This is an optimization exercise on Yosys and OpenROAD, whose aim is small area, a short achievable clock period and few clock cycles per item, not a production implementation. Function was checked by simulation only, so behaviour that the tests miss may differ from the original.

==> flow/design.v, too long to show whole: its modules and the start of the top module <==
// module ec_scalar_mul: 1125 lines
module ec_scalar_mul (
	input wire clk,
	input wire reset,
	input wire start,
	input wire [7:0] k,
	input wire [15:0] p_x,
	input wire [15:0] p_y,
	input wire p_inf,
	output reg busy,
	output reg done,
	output wire [15:0] r_x,
	output wire [15:0] r_y,
	output wire r_inf
);
  // ...
==> flow/run.sh <==
#!/bin/bash
# synth_recipe.tcl (not shown) runs the flow's synth.tcl, then flattens the netlist and writes it again
# the make line also repeats each setting of config.mk as NAME=value (left out here)
make -C /OpenROAD-flow-scripts/flow DESIGN_CONFIG=/design/flow/config.mk WORK_HOME=/design/flow/orfs CLKGATE_MAP_FILE= SYNTH_SCRIPT=/design/flow/synth_recipe.tcl finish
==> flow/config.mk <==
export PLATFORM = sky130hd
export DESIGN_NAME = ec_scalar_mul
export DESIGN_NICKNAME = ec_scalar_mul
export VERILOG_FILES = /design/flow/design.v
export SDC_FILE = /design/flow/constraint.sdc
export NUM_CORES = 4
export LEC_CHECK = 0
export CAP_MARGIN = 20
export CORE_MARGIN = 2
export CORE_UTILIZATION = 40
export SLEW_MARGIN = 20
==> flow/constraint.sdc <==
create_clock -name core_clock -period 7.0 [get_ports {clk}]
set_input_delay 1.4000 -clock core_clock [delete_from_list [all_inputs] [get_ports {clk}]]
set_output_delay 1.4000 -clock core_clock [all_outputs]
set_load 0.01 [all_outputs]
==> run_results.csv, run 1 <==
group,metric,value,unit
outcome,status,"timing/DRC/antenna clean",
setup_path,critPathKind,"reg2reg",
place,placed_area,34400,um^2
finish,nFlopsAndLatches,306,
clock_network,htreeDepth,2,
finish,final_core_util,46.2,%
setup_path,critPathRequiredTime,7.27,ns
floorplanning,dieHeight,284,um
timing,finalCritPeriodShare,97.5,%
setup_path,path_cells,"buf_4 -> mux4_2 -> mux2_2 -> mux2i_1 -> xnor2_1 -> ha_1 -> a21o_1 -> a221o_1 -> a2111oi_1 -> a311oi_2 -> ha_1 -> and4_2 -> and3_2 -> o211ai_1 -> a41o_1 -> mux2i_4 -> buf_6 -> xnor2_4 -> or2_2 -> a311oi_2 -> a31oi_2 -> buf_4 -> a211oi_1 -> a21oi_1",
logic_synthesis,yosysSeqAreaShare,26.2,%
min_path,worstHoldPathCells,0,
min_path,min-delay-start,"kreg[6]",
clock_network,cts_resized,1,
setup_path,reg2reg_from,"c_a_b[1]",
logic_synthesis,yosysWarnings,1,
min_path,min_path_type,"reg2reg",
drt,firstDrtPassIters,7,
logic_synthesis,synth_top_family_by_area,"adder cells",
setup_path,cp_slowest_cell,"dfrtp_1",
finish,num-nonclk-buffers,297,
logic_synthesis,synth.area.top_cells,"edfxtp_1 18%, fa_1 17%, dfxtp_1 5.2%, ha_1 4.7%, nor2_1 4.4%",
finish,final_cells,4633,
logic_synthesis,ys.flop_type,"edfxtp_1",
finish,mostFrequentLayoutCells,"364 x nor2_1, 333 x inv_1, 268 x fa_1",
finish,layout_commonest_cell,"nor2_1",
drt,drc,0,
logic_synthesis,yosysMostFrequentCell,"nor2_1",
logic_synthesis,yosysUniqueCellTypes,118,
logic_synthesis,synth.avg_cell_area,9.16,um^2
timing,fmax,0.147,GHz
place,dp_slack,-0.113,ns
Testbench counts, summed over its fixed seeds: cycles 26,246, items 192.
==> run 2, diff against run 1 <==
--- a/flow/design.v
+++ b/flow/design.v
@@ -20,73 +20,73 @@
 	reg [6:0] upc, nupc;
 	reg [1:0] st, nst, ldk;
 	reg [6:0] kreg;  
 	reg [2:0] cnt;  
 	reg cur_bit;  
 	reg dbl_add;  
 	reg hz, rz;  
 	reg rinf;
-	reg [15:0] X, Y, Z, PX, PY, T1, T2, T3, T4, T5, T6;
+	reg [15:0] X, Y, Z, PX, PY, T1, T2, T3, T4;
 	assign r_x = X;
 	assign r_y = Y;
 	assign r_inf = rinf;
 	reg c_m_en, r_m_en;
 	reg [2:0] c_m_a, r_m_a;
 	reg [2:0] c_m_b, r_m_b;
 	reg c_m_sh, r_m_sh;
 	reg [3:0] c_m_d, r_m_d;
 	reg c_a_en, r_a_en;
 	reg [2:0] c_a_a, r_a_a;
-	reg [2:0] c_a_b, r_a_b;
+	reg [1:0] c_a_b, r_a_b;
 	reg c_a_sub, r_a_sub;
 	reg c_a_dbl, r_a_dbl;
 	reg [3:0] c_a_d, r_a_d;
 	reg c_f_h, r_f_h;
 	reg c_f_r, r_f_r;
 	always @(*) begin
 		r_m_en = 1'd0;
 		r_m_a = 3'd0;
 		r_m_b = 3'd0;
 		r_m_sh = 1'd0;
 		r_m_d = 4'd0;
 		r_a_en = 1'd0;
 		r_a_a = 3'd0;
-		r_a_b = 3'd0;
+		r_a_b = 2'd0;
 		r_a_sub = 1'd0;
 		r_a_dbl = 1'd0;
 		r_a_d = 4'd0;
 		r_f_h = 1'd0;
 		r_f_r = 1'd0;
 		case (nupc)
-			7'd0: begin r_m_en = 1'b1; r_m_a = 3'd0; r_m_b = 3'd0; r_m_sh = 1'b0; r_m_d = 4'd4; r_a_en = 1'b1; r_a_a = 3'd0; r_a_b = 3'd0; r_a_sub = 1'b0; r_a_dbl = 1'b1; r_a_d = 4'd4; end  
+			7'd0: begin r_m_en = 1'b1; r_m_a = 3'd0; r_m_b = 3'd0; r_m_sh = 1'b0; r_m_d = 4'd4; r_a_en = 1'b1; r_a_a = 3'd0; r_a_b = 2'd0; r_a_sub = 1'b0; r_a_dbl = 1'b1; r_a_d = 4'd4; end  
 			7'd1: begin r_m_en = 1'b1; r_m_a = 3'd1; r_m_b = 3'd1; r_m_sh = 1'b0; r_m_d = 4'd4; end  
 			7'd2: begin r_m_en = 1'b1; r_m_a = 3'd2; r_m_b = 3'd1; r_m_sh = 1'b1; r_m_d = 4'd5; end  
 			7'd3: begin r_m_en = 1'b1; r_m_a = 3'd3; r_m_b = 3'd2; r_m_sh = 1'b1; r_m_d = 4'd5; end  
-			7'd4: begin r_m_en = 1'b1; r_m_a = 3'd3; r_m_b = 3'd0; r_m_sh = 1'b1; r_m_d = 4'd3; r_a_en = 1'b1; r_a_a = 3'd1; r_a_b = 3'd1; r_a_sub = 1'b0; r_a_dbl = 1'b0; r_a_d = 4'd4; end  
+			7'd4: begin r_m_en = 1'b1; r_m_a = 3'd3; r_m_b = 3'd0; r_m_sh = 1'b1; r_m_d = 4'd3; r_a_en = 1'b1; r_a_a = 3'd1; r_a_b = 2'd1; r_a_sub = 1'b0; r_a_dbl = 1'b0; r_a_d = 4'd4; end  
 			7'd5: begin r_m_en = 1'b1; r_m_a = 3'd1; r_m_b = 3'd3; r_m_sh = 1'b1; r_m_d = 4'd6; end  
 			7'd6: begin r_m_en = 1'b1; r_m_a = 3'd2; r_m_b = 3'd1; r_m_sh = 1'b0; r_m_d = 4'd5; end  
-			7'd7: begin r_m_en = 1'b1; r_m_a = 3'd4; r_m_b = 3'd3; r_m_sh = 1'b1; r_m_d = 4'd8; r_a_en = 1'b1; r_a_a = 3'd2; r_a_b = 3'd2; r_a_sub = 1'b0; r_a_dbl = 1'b1; r_a_d = 4'd7; end  
-			7'd8: begin r_a_en = 1'b1; r_a_a = 3'd3; r_a_b = 3'd1; r_a_sub = 1'b1; r_a_dbl = 1'b0; r_a_d = 4'd7; end  
-			7'd9: begin r_m_en = 1'b1; r_m_a = 3'd2; r_m_b = 3'd4; r_m_sh = 1'b0; r_m_d = 4'd9; r_a_en = 1'b1; r_a_a = 3'd4; r_a_b = 3'd2; r_a_sub = 1'b1; r_a_dbl = 1'b1; r_a_d = 4'd1; end  
-			7'd11: begin r_a_en = 1'b1; r_a_a = 3'd5; r_a_b = 3'd3; r_a_sub = 1'b1; r_a_dbl = 1'b0; r_a_d = 4'd2; end  
+			7'd7: begin r_m_en = 1'b1; r_m_a = 3'd4; r_m_b = 3'd3; r_m_sh = 1'b1; r_m_d = 4'd2; r_a_en = 1'b1; r_a_a = 3'd2; r_a_b = 2'd2; r_a_sub = 1'b0; r_a_dbl = 1'b1; r_a_d = 4'd7; end  
+			7'd8: begin r_a_en = 1'b1; r_a_a = 3'd3; r_a_b = 2'd1; r_a_sub = 1'b1; r_a_dbl = 1'b0; r_a_d = 4'd7; end  
+			7'd9: begin r_m_en = 1'b1; r_m_a = 3'd2; r_m_b = 3'd4; r_m_sh = 1'b0; r_m_d = 4'd7; r_a_en = 1'b1; r_a_a = 3'd4; r_a_b = 2'd2; r_a_sub = 1'b1; r_a_dbl = 1'b1; r_a_d = 4'd1; end  
+			7'd11: begin r_a_en = 1'b1; r_a_a = 3'd3; r_a_b = 2'd3; r_a_sub = 1'b1; r_a_dbl = 1'b0; r_a_d = 4'd2; end  
 			7'd12: begin r_m_en = 1'b1; r_m_a = 3'd0; r_m_b = 3'd0; r_m_sh = 1'b0; r_m_d = 4'd4; end  
 			7'd14: begin r_m_en = 1'b1; r_m_a = 3'd0; r_m_b = 3'd1; r_m_sh = 1'b0; r_m_d = 4'd4; end  
 			7'd15: begin r_m_en = 1'b1; r_m_a = 3'd5; r_m_b = 3'd1; r_m_sh = 1'b0; r_m_d = 4'd4; end  
 			7'd16: begin r_m_en = 1'b1; r_m_a = 3'd6; r_m_b = 3'd1; r_m_sh = 1'b0; r_m_d = 4'd4; end  
-			7'd17: begin r_a_en = 1'b1; r_a_a = 3'd1; r_a_b = 3'd0; r_a_sub = 1'b1; r_a_dbl = 1'b0; r_a_d = 4'd5; r_f_h = 1'b1; end  
-			7'd18: begin r_m_en = 1'b1; r_m_a = 3'd4; r_m_b = 3'd3; r_m_sh = 1'b0; r_m_d = 4'd6; r_a_en = 1'b1; r_a_a = 3'd1; r_a_b = 3'd4; r_a_sub = 1'b1; r_a_dbl = 1'b0; r_a_d = 4'd4; r_f_r = 1'b1; end  
+			7'd17: begin r_a_en = 1'b1; r_a_a = 3'd1; r_a_b = 2'd0; r_a_sub = 1'b1; r_a_dbl = 1'b0; r_a_d = 4'd5; r_f_h = 1'b1; end  
+			7'd18: begin r_m_en = 1'b1; r_m_a = 3'd4; r_m_b = 3'd3; r_m_sh = 1'b0; r_m_d = 4'd6; r_a_en = 1'b1; r_a_a = 3'd1; r_a_b = 2'd3; r_a_sub = 1'b1; r_a_dbl = 1'b0; r_a_d = 4'd4; r_f_r = 1'b1; end  
 			7'd19: begin r_m_en = 1'b1; r_m_a = 3'd2; r_m_b = 3'd1; r_m_sh = 1'b0; r_m_d = 4'd7; end  
 			7'd20: begin r_m_en = 1'b1; r_m_a = 3'd4; r_m_b = 3'd5; r_m_sh = 1'b0; r_m_d = 4'd6; end  
 			7'd21: begin r_m_en = 1'b1; r_m_a = 3'd1; r_m_b = 3'd5; r_m_sh = 1'b0; r_m_d = 4'd6; end  
-			7'd22: begin r_m_en = 1'b1; r_m_a = 3'd3; r_m_b = 3'd5; r_m_sh = 1'b0; r_m_d = 4'd5; r_a_en = 1'b1; r_a_a = 3'd3; r_a_b = 3'd2; r_a_sub = 1'b1; r_a_dbl = 1'b0; r_a_d = 4'd7; end  
-			7'd23: begin r_m_en = 1'b1; r_m_a = 3'd0; r_m_b = 3'd3; r_m_sh = 1'b0; r_m_d = 4'd3; r_a_en = 1'b1; r_a_a = 3'd3; r_a_b = 3'd2; r_a_sub = 1'b1; r_a_dbl = 1'b1; r_a_d = 4'd1; end  
-			7'd24: begin r_a_en = 1'b1; r_a_a = 3'd2; r_a_b = 3'd0; r_a_sub = 1'b1; r_a_dbl = 1'b0; r_a_d = 4'd6; end  
-			7'd25: begin r_m_en = 1'b1; r_m_a = 3'd2; r_m_b = 3'd5; r_m_sh = 1'b0; r_m_d = 4'd9; end  
-			7'd27: begin r_a_en = 1'b1; r_a_a = 3'd5; r_a_b = 3'd1; r_a_sub = 1'b1; r_a_dbl = 1'b0; r_a_d = 4'd2; end  
+			7'd22: begin r_m_en = 1'b1; r_m_a = 3'd3; r_m_b = 3'd5; r_m_sh = 1'b0; r_m_d = 4'd5; r_a_en = 1'b1; r_a_a = 3'd3; r_a_b = 2'd2; r_a_sub = 1'b1; r_a_dbl = 1'b0; r_a_d = 4'd7; end  
+			7'd23: begin r_m_en = 1'b1; r_m_a = 3'd0; r_m_b = 3'd3; r_m_sh = 1'b0; r_m_d = 4'd3; r_a_en = 1'b1; r_a_a = 3'd3; r_a_b = 2'd2; r_a_sub = 1'b1; r_a_dbl = 1'b1; r_a_d = 4'd1; end  
+			7'd24: begin r_a_en = 1'b1; r_a_a = 3'd2; r_a_b = 2'd0; r_a_sub = 1'b1; r_a_dbl = 1'b0; r_a_d = 4'd6; end  
+			7'd25: begin r_m_en = 1'b1; r_m_a = 3'd2; r_m_b = 3'd5; r_m_sh = 1'b0; r_m_d = 4'd7; end  
+			7'd27: begin r_a_en = 1'b1; r_a_a = 3'd3; r_a_b = 2'd1; r_a_sub = 1'b1; r_a_dbl = 1'b0; r_a_d = 4'd2; end  
 			7'd28: begin r_m_en = 1'b1; r_m_a = 3'd0; r_m_b = 3'd0; r_m_sh = 1'b0; r_m_d = 4'd4; end  
 			7'd30: begin r_m_en = 1'b1; r_m_a = 3'd2; r_m_b = 3'd1; r_m_sh = 1'b0; r_m_d = 4'd4; end  
 			7'd31: begin r_m_en = 1'b1; r_m_a = 3'd0; r_m_b = 3'd1; r_m_sh = 1'b0; r_m_d = 4'd5; end  
 			7'd32: begin r_m_en = 1'b1; r_m_a = 3'd2; r_m_b = 3'd1; r_m_sh = 1'b0; r_m_d = 4'd4; end  
 			7'd33: begin r_m_en = 1'b1; r_m_a = 3'd4; r_m_b = 3'd1; r_m_sh = 1'b0; r_m_d = 4'd5; end  
 			7'd34: begin r_m_en = 1'b1; r_m_a = 3'd2; r_m_b = 3'd1; r_m_sh = 1'b0; r_m_d = 4'd4; end  
 			7'd35: begin r_m_en = 1'b1; r_m_a = 3'd4; r_m_b = 3'd1; r_m_sh = 1'b0; r_m_d = 4'd4; end  
 			7'd36: begin r_m_en = 1'b1; r_m_a = 3'd2; r_m_b = 3'd1; r_m_sh = 1'b0; r_m_d = 4'd5; end  
@@ -110,43 +110,43 @@
 			7'd55: begin r_m_en = 1'b1; r_m_a = 3'd4; r_m_b = 3'd1; r_m_sh = 1'b0; r_m_d = 4'd5; end  
 			7'd56: begin r_m_en = 1'b1; r_m_a = 3'd2; r_m_b = 3'd1; r_m_sh = 1'b0; r_m_d = 4'd4; end  
 			7'd57: begin r_m_en = 1'b1; r_m_a = 3'd4; r_m_b = 3'd1; r_m_sh = 1'b0; r_m_d = 4'd5; end  
 			7'd59: begin r_m_en = 1'b1; r_m_a = 3'd4; r_m_b = 3'd1; r_m_sh = 1'b0; r_m_d = 4'd4; end  
 			7'd61: begin r_m_en = 1'b1; r_m_a = 3'd2; r_m_b = 3'd1; r_m_sh = 1'b0; r_m_d = 4'd5; end  
 			7'd63: begin r_m_en = 1'b1; r_m_a = 3'd4; r_m_b = 3'd1; r_m_sh = 1'b0; r_m_d = 4'd4; end  
 			7'd64: begin r_m_en = 1'b1; r_m_a = 3'd1; r_m_b = 3'd3; r_m_sh = 1'b0; r_m_d = 4'd1; end  
 			7'd65: begin r_m_en = 1'b1; r_m_a = 3'd3; r_m_b = 3'd1; r_m_sh = 1'b0; r_m_d = 4'd2; end  
-			7'd67: begin r_m_en = 1'b1; r_m_a = 3'd0; r_m_b = 3'd0; r_m_sh = 1'b0; r_m_d = 4'd4; r_a_en = 1'b1; r_a_a = 3'd0; r_a_b = 3'd0; r_a_sub = 1'b0; r_a_dbl = 1'b1; r_a_d = 4'd4; end  
-			7'd68: begin r_m_en = 1'b1; r_m_a = 3'd1; r_m_b = 3'd1; r_m_sh = 1'b0; r_m_d = 4'd4; r_a_en = 1'b1; r_a_a = 3'd5; r_a_b = 3'd3; r_a_sub = 1'b1; r_a_dbl = 1'b0; r_a_d = 4'd2; end  
-			7'd69: begin r_m_en = 1'b1; r_m_a = 3'd0; r_m_b = 3'd0; r_m_sh = 1'b0; r_m_d = 4'd4; r_a_en = 1'b1; r_a_a = 3'd3; r_a_b = 3'd1; r_a_sub = 1'b1; r_a_dbl = 1'b0; r_a_d = 4'd7; end  
-			7'd70: begin r_m_en = 1'b1; r_m_a = 3'd2; r_m_b = 3'd4; r_m_sh = 1'b0; r_m_d = 4'd9; r_a_en = 1'b1; r_a_a = 3'd4; r_a_b = 3'd2; r_a_sub = 1'b1; r_a_dbl = 1'b1; r_a_d = 4'd1; end  
+			7'd67: begin r_m_en = 1'b1; r_m_a = 3'd0; r_m_b = 3'd0; r_m_sh = 1'b0; r_m_d = 4'd4; r_a_en = 1'b1; r_a_a = 3'd0; r_a_b = 2'd0; r_a_sub = 1'b0; r_a_dbl = 1'b1; r_a_d = 4'd4; end  
+			7'd68: begin r_m_en = 1'b1; r_m_a = 3'd1; r_m_b = 3'd1; r_m_sh = 1'b0; r_m_d = 4'd4; r_a_en = 1'b1; r_a_a = 3'd3; r_a_b = 2'd3; r_a_sub = 1'b1; r_a_dbl = 1'b0; r_a_d = 4'd2; end  
+			7'd69: begin r_m_en = 1'b1; r_m_a = 3'd0; r_m_b = 3'd0; r_m_sh = 1'b0; r_m_d = 4'd4; r_a_en = 1'b1; r_a_a = 3'd3; r_a_b = 2'd1; r_a_sub = 1'b1; r_a_dbl = 1'b0; r_a_d = 4'd7; end  
+			7'd70: begin r_m_en = 1'b1; r_m_a = 3'd2; r_m_b = 3'd4; r_m_sh = 1'b0; r_m_d = 4'd7; r_a_en = 1'b1; r_a_a = 3'd4; r_a_b = 2'd2; r_a_sub = 1'b1; r_a_dbl = 1'b1; r_a_d = 4'd1; end  
 			7'd71: begin r_m_en = 1'b1; r_m_a = 3'd0; r_m_b = 3'd1; r_m_sh = 1'b0; r_m_d = 4'd4; end  
-			7'd72: begin r_m_en = 1'b1; r_m_a = 3'd5; r_m_b = 3'd1; r_m_sh = 1'b0; r_m_d = 4'd4; r_a_en = 1'b1; r_a_a = 3'd5; r_a_b = 3'd3; r_a_sub = 1'b1; r_a_dbl = 1'b0; r_a_d = 4'd2; end  
-			7'd73: begin r_m_en = 1'b1; r_m_a = 3'd0; r_m_b = 3'd0; r_m_sh = 1'b0; r_m_d = 4'd4; r_a_en = 1'b1; r_a_a = 3'd3; r_a_b = 3'd1; r_a_sub = 1'b1; r_a_dbl = 1'b0; r_a_d = 4'd7; end  
-			7'd74: begin r_m_en = 1'b1; r_m_a = 3'd2; r_m_b = 3'd4; r_m_sh = 1'b0; r_m_d = 4'd9; r_a_en = 1'b1; r_a_a = 3'd4; r_a_b = 3'd2; r_a_sub = 1'b1; r_a_dbl = 1'b1; r_a_d = 4'd1; end  
+			7'd72: begin r_m_en = 1'b1; r_m_a = 3'd5; r_m_b = 3'd1; r_m_sh = 1'b0; r_m_d = 4'd4; r_a_en = 1'b1; r_a_a = 3'd3; r_a_b = 2'd3; r_a_sub = 1'b1; r_a_dbl = 1'b0; r_a_d = 4'd2; end  
+			7'd73: begin r_m_en = 1'b1; r_m_a = 3'd0; r_m_b = 3'd0; r_m_sh = 1'b0; r_m_d = 4'd4; r_a_en = 1'b1; r_a_a = 3'd3; r_a_b = 2'd1; r_a_sub = 1'b1; r_a_dbl = 1'b0; r_a_d = 4'd7; end  
+			7'd74: begin r_m_en = 1'b1; r_m_a = 3'd2; r_m_b = 3'd4; r_m_sh = 1'b0; r_m_d = 4'd7; r_a_en = 1'b1; r_a_a = 3'd4; r_a_b = 2'd2; r_a_sub = 1'b1; r_a_dbl = 1'b1; r_a_d = 4'd1; end  
 			7'd75: begin r_m_en = 1'b1; r_m_a = 3'd2; r_m_b = 3'd1; r_m_sh = 1'b0; r_m_d = 4'd4; end  
-			7'd76: begin r_m_en = 1'b1; r_m_a = 3'd0; r_m_b = 3'd1; r_m_sh = 1'b0; r_m_d = 4'd5; r_a_en = 1'b1; r_a_a = 3'd5; r_a_b = 3'd3; r_a_sub = 1'b1; r_a_dbl = 1'b0; r_a_d = 4'd2; end  
-			7'd77: begin r_m_en = 1'b1; r_m_a = 3'd0; r_m_b = 3'd0; r_m_sh = 1'b0; r_m_d = 4'd4; r_a_en = 1'b1; r_a_a = 3'd0; r_a_b = 3'd0; r_a_sub = 1'b0; r_a_dbl = 1'b1; r_a_d = 4'd4; end  
-			7'd78: begin r_m_en = 1'b1; r_m_a = 3'd1; r_m_b = 3'd1; r_m_sh = 1'b0; r_m_d = 4'd4; r_a_en = 1'b1; r_a_a = 3'd5; r_a_b = 3'd1; r_a_sub = 1'b1; r_a_dbl = 1'b0; r_a_d = 4'd2; end  
+			7'd76: begin r_m_en = 1'b1; r_m_a = 3'd0; r_m_b = 3'd1; r_m_sh = 1'b0; r_m_d = 4'd5; r_a_en = 1'b1; r_a_a = 3'd3; r_a_b = 2'd3; r_a_sub = 1'b1; r_a_dbl = 1'b0; r_a_d = 4'd2; end  
+			7'd77: begin r_m_en = 1'b1; r_m_a = 3'd0; r_m_b = 3'd0; r_m_sh = 1'b0; r_m_d = 4'd4; r_a_en = 1'b1; r_a_a = 3'd0; r_a_b = 2'd0; r_a_sub = 1'b0; r_a_dbl = 1'b1; r_a_d = 4'd4; end  
+			7'd78: begin r_m_en = 1'b1; r_m_a = 3'd1; r_m_b = 3'd1; r_m_sh = 1'b0; r_m_d = 4'd4; r_a_en = 1'b1; r_a_a = 3'd3; r_a_b = 2'd1; r_a_sub = 1'b1; r_a_dbl = 1'b0; r_a_d = 4'd2; end  
 			7'd79: begin r_m_en = 1'b1; r_m_a = 3'd0; r_m_b = 3'd0; r_m_sh = 1'b0; r_m_d = 4'd4; end  
-			7'd80: begin r_a_en = 1'b1; r_a_a = 3'd5; r_a_b = 3'd1; r_a_sub = 1'b1; r_a_dbl = 1'b0; r_a_d = 4'd2; end  
+			7'd80: begin r_a_en = 1'b1; r_a_a = 3'd3; r_a_b = 2'd1; r_a_sub = 1'b1; r_a_dbl = 1'b0; r_a_d = 4'd2; end  
 			default: ;
 		endcase
 	end
 	always @(posedge clk or posedge reset) begin
 		if (reset) begin
 			c_m_en <= 1'd0;
 			c_m_a <= 3'd0;
 			c_m_b <= 3'd0;
 			c_m_sh <= 1'd0;
 			c_m_d <= 4'd0;
 			c_a_en <= 1'd0;
 			c_a_a <= 3'd0;
-			c_a_b <= 3'd0;
+			c_a_b <= 2'd0;
 			c_a_sub <= 1'd0;
 			c_a_dbl <= 1'd0;
 			c_a_d <= 4'd0;
 			c_f_h <= 1'd0;
 			c_f_r <= 1'd0;
 		end else if (nst == ST_RUN) begin
 			c_m_en <= r_m_en;
 			c_m_a <= r_m_a;
@@ -164,17 +164,17 @@
 		end else begin
 			c_m_en <= 1'd0;
 			c_m_a <= 3'd0;
 			c_m_b <= 3'd0;
 			c_m_sh <= 1'd0;
 			c_m_d <= 4'd0;
 			c_a_en <= 1'd0;
 			c_a_a <= 3'd0;
-			c_a_b <= 3'd0;
+			c_a_b <= 2'd0;
 			c_a_sub <= 1'd0;
 			c_a_dbl <= 1'd0;
 			c_a_d <= 4'd0;
 			c_f_h <= 1'd0;
 			c_f_r <= 1'd0;
 		end
 	end
 	reg [15:0] opa;
@@ -202,27 +202,25 @@
 	end
 	reg [15:0] ada;
 	always @(*) begin
 		case (c_a_a)
 			3'd0: ada = X;
 			3'd1: ada = T1;
 			3'd2: ada = T3;
 			3'd3: ada = T4;
-			3'd4: ada = T2;
-			default: ada = T6;
+			default: ada = T2;
 		endcase
 	end
 	reg [15:0] adb;
 	always @(*) begin
 		case (c_a_b)
-			3'd0: adb = X;
-			3'd1: adb = T2;
-			3'd2: adb = T3;
-			3'd3: adb = T5;
+			2'd0: adb = X;
+			2'd1: adb = T2;
+			2'd2: adb = T3;
 			default: adb = Y;
 		endcase
 	end
 	wire [255:0] pp;
 	genvar gi, gj;
 	generate
 		for (gi = 0; gi < 16; gi = gi + 1) begin : g_pp
 			for (gj = 0; gj < 16; gj = gj + 1) begin : g_ppj
@@ -1003,24 +1001,16 @@
 		if (mwr == 4'd6) T3 <= mres;
 		else if (awr == 4'd6) T3 <= ares;
 	end
 	always @(posedge clk) begin
 		if (mwr == 4'd7) T4 <= mres;
 		else if (awr == 4'd7) T4 <= ares;
 	end
 	always @(posedge clk) begin
-		if (mwr == 4'd8) T5 <= mres;
-		else if (awr == 4'd8) T5 <= ares;
-	end
-	always @(posedge clk) begin
-		if (mwr == 4'd9) T6 <= mres;
-		else if (awr == 4'd9) T6 <= ares;
-	end
-	always @(posedge clk) begin
 		if (st == ST_IDLE && start) begin
 			PX <= p_x;
 			PY <= p_y;
 		end
 	end
 	reg [6:0] k_rest;
 	reg [2:0] k_cnt;
 	always @(*) begin
==> run 2 against run 1 <==
- still clean
- die area is 8.3% lower
- fmax is 0.95% higher
- non-clock buffer count is 33 lower
- critical path type unchanged
- routed wire length is 13% lower
- largest cell class unchanged
==> run_results.csv, run 2 <==
group,metric,value,unit
outcome,status,"timing/DRC/antenna clean",
setup_path,cp.arrival,7.23,ns
place,placed_area,31500,um^2
timing,fmax,0.148,GHz
logic_synthesis,ys_async_sr_fraction,11.4,%
place,place.gp.congestion,0.981,
drt,wire_per_inst,24.1,um
min_path,min_path_type,"reg2reg",
job,maxCapViolCount,0,
drt,drt-initial-drc-count,2961,
grt,grt_pass1_vias,24373,
clock_network,clock_insertion_delay_worst_skew,0.59,ns
logic_synthesis,ys_ff_latch,272,
drt,vias,24652,
logic_synthesis,yosysWarnings,1,
timing,finalCritPeriodShare,96.5,%
finish,fin_area,32600,um^2
drt,drc,0,
logic_synthesis,ys.flop_type,"edfxtp_1",
timing,maxSlewViolCount,0,
clock_network,clock_path_buffers,3,
place,port_buffers,78,
grt,grt_remaining_overflow,0,
setup_path,end_kind,"register",
logic_synthesis,synth.avg_cell_area,9.25,um^2
finish,layout_commonest_cell,"inv_1",
logic_synthesis,yosysMostFrequentCell,"inv_1",
setup_path,crit_fanout,16,
finish,nFillCells,6878,
logic_synthesis,synth_top_cell_by_area,"fa_1",
drt,firstDrtPassIters,8,
clock_network,cts_tree,"built",
logic_synthesis,synth_top_area_share,18.7,%
logic_synthesis,ys_top_cells_by_count,"329 x inv_1, 325 x nor2_1, 268 x fa_1, 220 x nand2_1, 175 x o21ai_0",
floorplanning,die_x,272,um
finish,top_register,"m2f",
finish,area_growth,13.9,%
logic_synthesis,yosysUniqueCellTypes,106,
logic_synthesis,synth_area,28700,um^2
grt,grt_max_degree,76,
floorplanning,die_area,73800,um^2
timing,period_minus_slack,6.76,ns
setup_path,critPathRequiredTime,7.47,ns
place,hpwlAfterDp,78700,um
timing,skew,0.0239,ns
floorplanning,design.core.area,71200,um^2
finish,largest_reg_flops,73,
finish,final_net_count,3659,
logic_synthesis,synth_edf_count,159,
clock_network,htreeDepth,1,
timing,finalSetupViolCount,0,
drt,routed_wl,101000,um
timing,hold_viol_final,0,
finish,mostFrequentLayoutCells,"329 x inv_1, 324 x nor2_1, 268 x fa_1",
clock_network,clk_pin_slew,0.07,ns
clock_network,cts_sinks,272,
logic_synthesis,syn-num-nets,3527,
logic_synthesis,yosysSeqAreaShare,25.1,%
finish,diodes,0,
clock_network,cts-root-buf,"clkbuf_16",
grt,track_usage,27.3,%
logic_synthesis,synth.area.top_cells,"fa_1 19%, edfxtp_1 17%, dfxtp_1 5.7%, ha_1 5.1%, inv_1 4.3%",
grt,grt_pass1_wl,154000,um
timing,rsz0062_at_grt,"false",
timing,worstMarginPinSlew,1.05,ns
setup_path,critPathKind,"reg2reg",
floorplanning,dieHeight,272,um
clock_network,cts_inserted_buffers,30,
finish,final_cells,4204,
timing,final.setup.worst_slack,0.242,ns
finish,drive_gt1_share,14.3,%
timing,fin_tns_setup,0,ns
setup_path,critPathLaunchType,"register",
clock_network,cts_setup_buffers,0,
floorplanning,ioPinCount,79,
grt,antenna_found_initial,0,
drt,viasPerCell,5.86,
place,dp_slack,0.189,ns
timing,relSlewSlack,30.2,%
floorplanning,fp-row-count,98,
floorplanning,start_util,40.2,%
drt,drtAntennaViolNets,0,
place,post-place-cells,4148,
logic_synthesis,synthCells,3098,
[run 2: cell count changes after synthesis, moves of 17 or more]
cell	previous run	this run
mux2i_1	136	119
a211oi_1	43	20
a21oi_1	194	171
nor3_1	64	41
nor2_1	369	325
nand2b_1	80	57
o21ai_0	233	175
edfxtp_1	191	159
[run 2: cells by family (layout without fill, tap and decap cells)]
family | Yosys count | count (layout) | share of synthesized area (%)
xor gates and xnor gates | 102 | 102 | 3.27
muxes | 223 | 223 | 9.93
AOI/OAI and AO/OA | 688 | 688 | 15.8
buffers and inverters | 497 | 653 | 6.63
DFF | 272 | 272 | 25.1
adders and majority gates | 385 | 385 | 23.8
and+or+nand+nor | 931 | 931 | 15.5
[run 2: layout make-up]
class | instances | area [um^2] | area share [%]
clock buffers | 42 | 911 | 2.79
multi-input cells | 2329 | 19700 | 60.3
well taps | 950 | 1190 | 3.64
clock inverters | 14 | 146 | 0.448
repair buffers | 264 | 2280 | 6.98
flip-flops and latches | 272 | 7200 | 22.0
inverters | 333 | 1250 | 3.83
[run 2: metrics by stage]
stage	hold WS (ns)	util, %
global placement	0.420	44.2
detailed placement	0.408	44.2
floorplan	0.400	-
CTS	0.422	45.7
finish	0.421	45.8
global route	0.422	45.8
[run 2: path summary, 6_finish.rpt]
path / startpoint / end / slack, ns / depth (start not counted)
max in group asynchronous: reset / c_a_sub / 5.47 / 3
setup / recovery: c_m_b[0] / m2f[16] / 0.24 / 20
setup reg to reg: c_m_b[0] / m2f[16] / 0.24 / 20
min in group asynchronous: reset / c_m_d[0] / 1.19 / 3
hold / removal: kreg[6] / cur_bit / 0.42 / 0
hold reg to reg: kreg[6] / cur_bit / 0.42 / 0
[run 2: routing by layer]
layer  vias up  part of all wire [%]  track usage, %
li1      11037                     -               -
met1     12022                    41            37.5
met2      1354                    44            42.6
met3       239                   9.8            4.66
met4         0                   5.0            11.4
met5         -                     0               0
[run 2: repair_timing]
| item | in CTS | in global routing |
|---|---|---|
| endpoints found under the setup margin | 0 | 85 |
| hold buffers | 0 | 0 |
| gates resized for setup | 0 | 15 |
[run 2: worst max-delay path: stages (launching register included)]
cell and delay, ns:
dfrtp_2 0.61, buf_4 0.28, nor2_1 0.08, a221oi_1 0.34, nor2_1 0.09, o221ai_1 0.58
buf_4 0.38, nor2_1 0.09, fa_1 0.50, inv_1 0.05, fa_1 0.48, inv_1 0.05
fa_1 0.47, inv_1 0.05, fa_1 0.47, inv_1 0.06, fa_1 0.52, fa_1 0.65
mux2i_1 0.19, fa_1 0.65, inv_1 0.05
Testbench counts of run 2, summed over its fixed seeds: cycles 26,246, items 192.

afterwards: timing with drivers on the ports:
In the flow no input, the clock included, has a driving cell. The finished layouts below were timed again as built, in two steps. Step 1 (the two cells are an assumption about what drives the block):
set clk [get_ports {clk}]
set_driving_cell -lib_cell sky130_fd_sc_hd__clkbuf_16 $clk
set_driving_cell -lib_cell sky130_fd_sc_hd__buf_2 [delete_from_list [all_inputs] $clk]
Step 2 moves the port delays by t, midway between the first and last clock arrival at a register: inputs arrive t later, outputs are due t later. That takes back most of the time a late clock gives input paths. Three values: ideal ports, drivers, drivers and shift; two values: the first two.
run | shift t [ns] | slack for setup (ns) | worst setup path after step 2
run 1 | 0.614 | 0.178 / 0.178 / 0.178 | register to register
run 2 | 0.629 | 0.242 / 0.242 / 0.242 | register to register
After both steps every run listed still meets setup and hold.
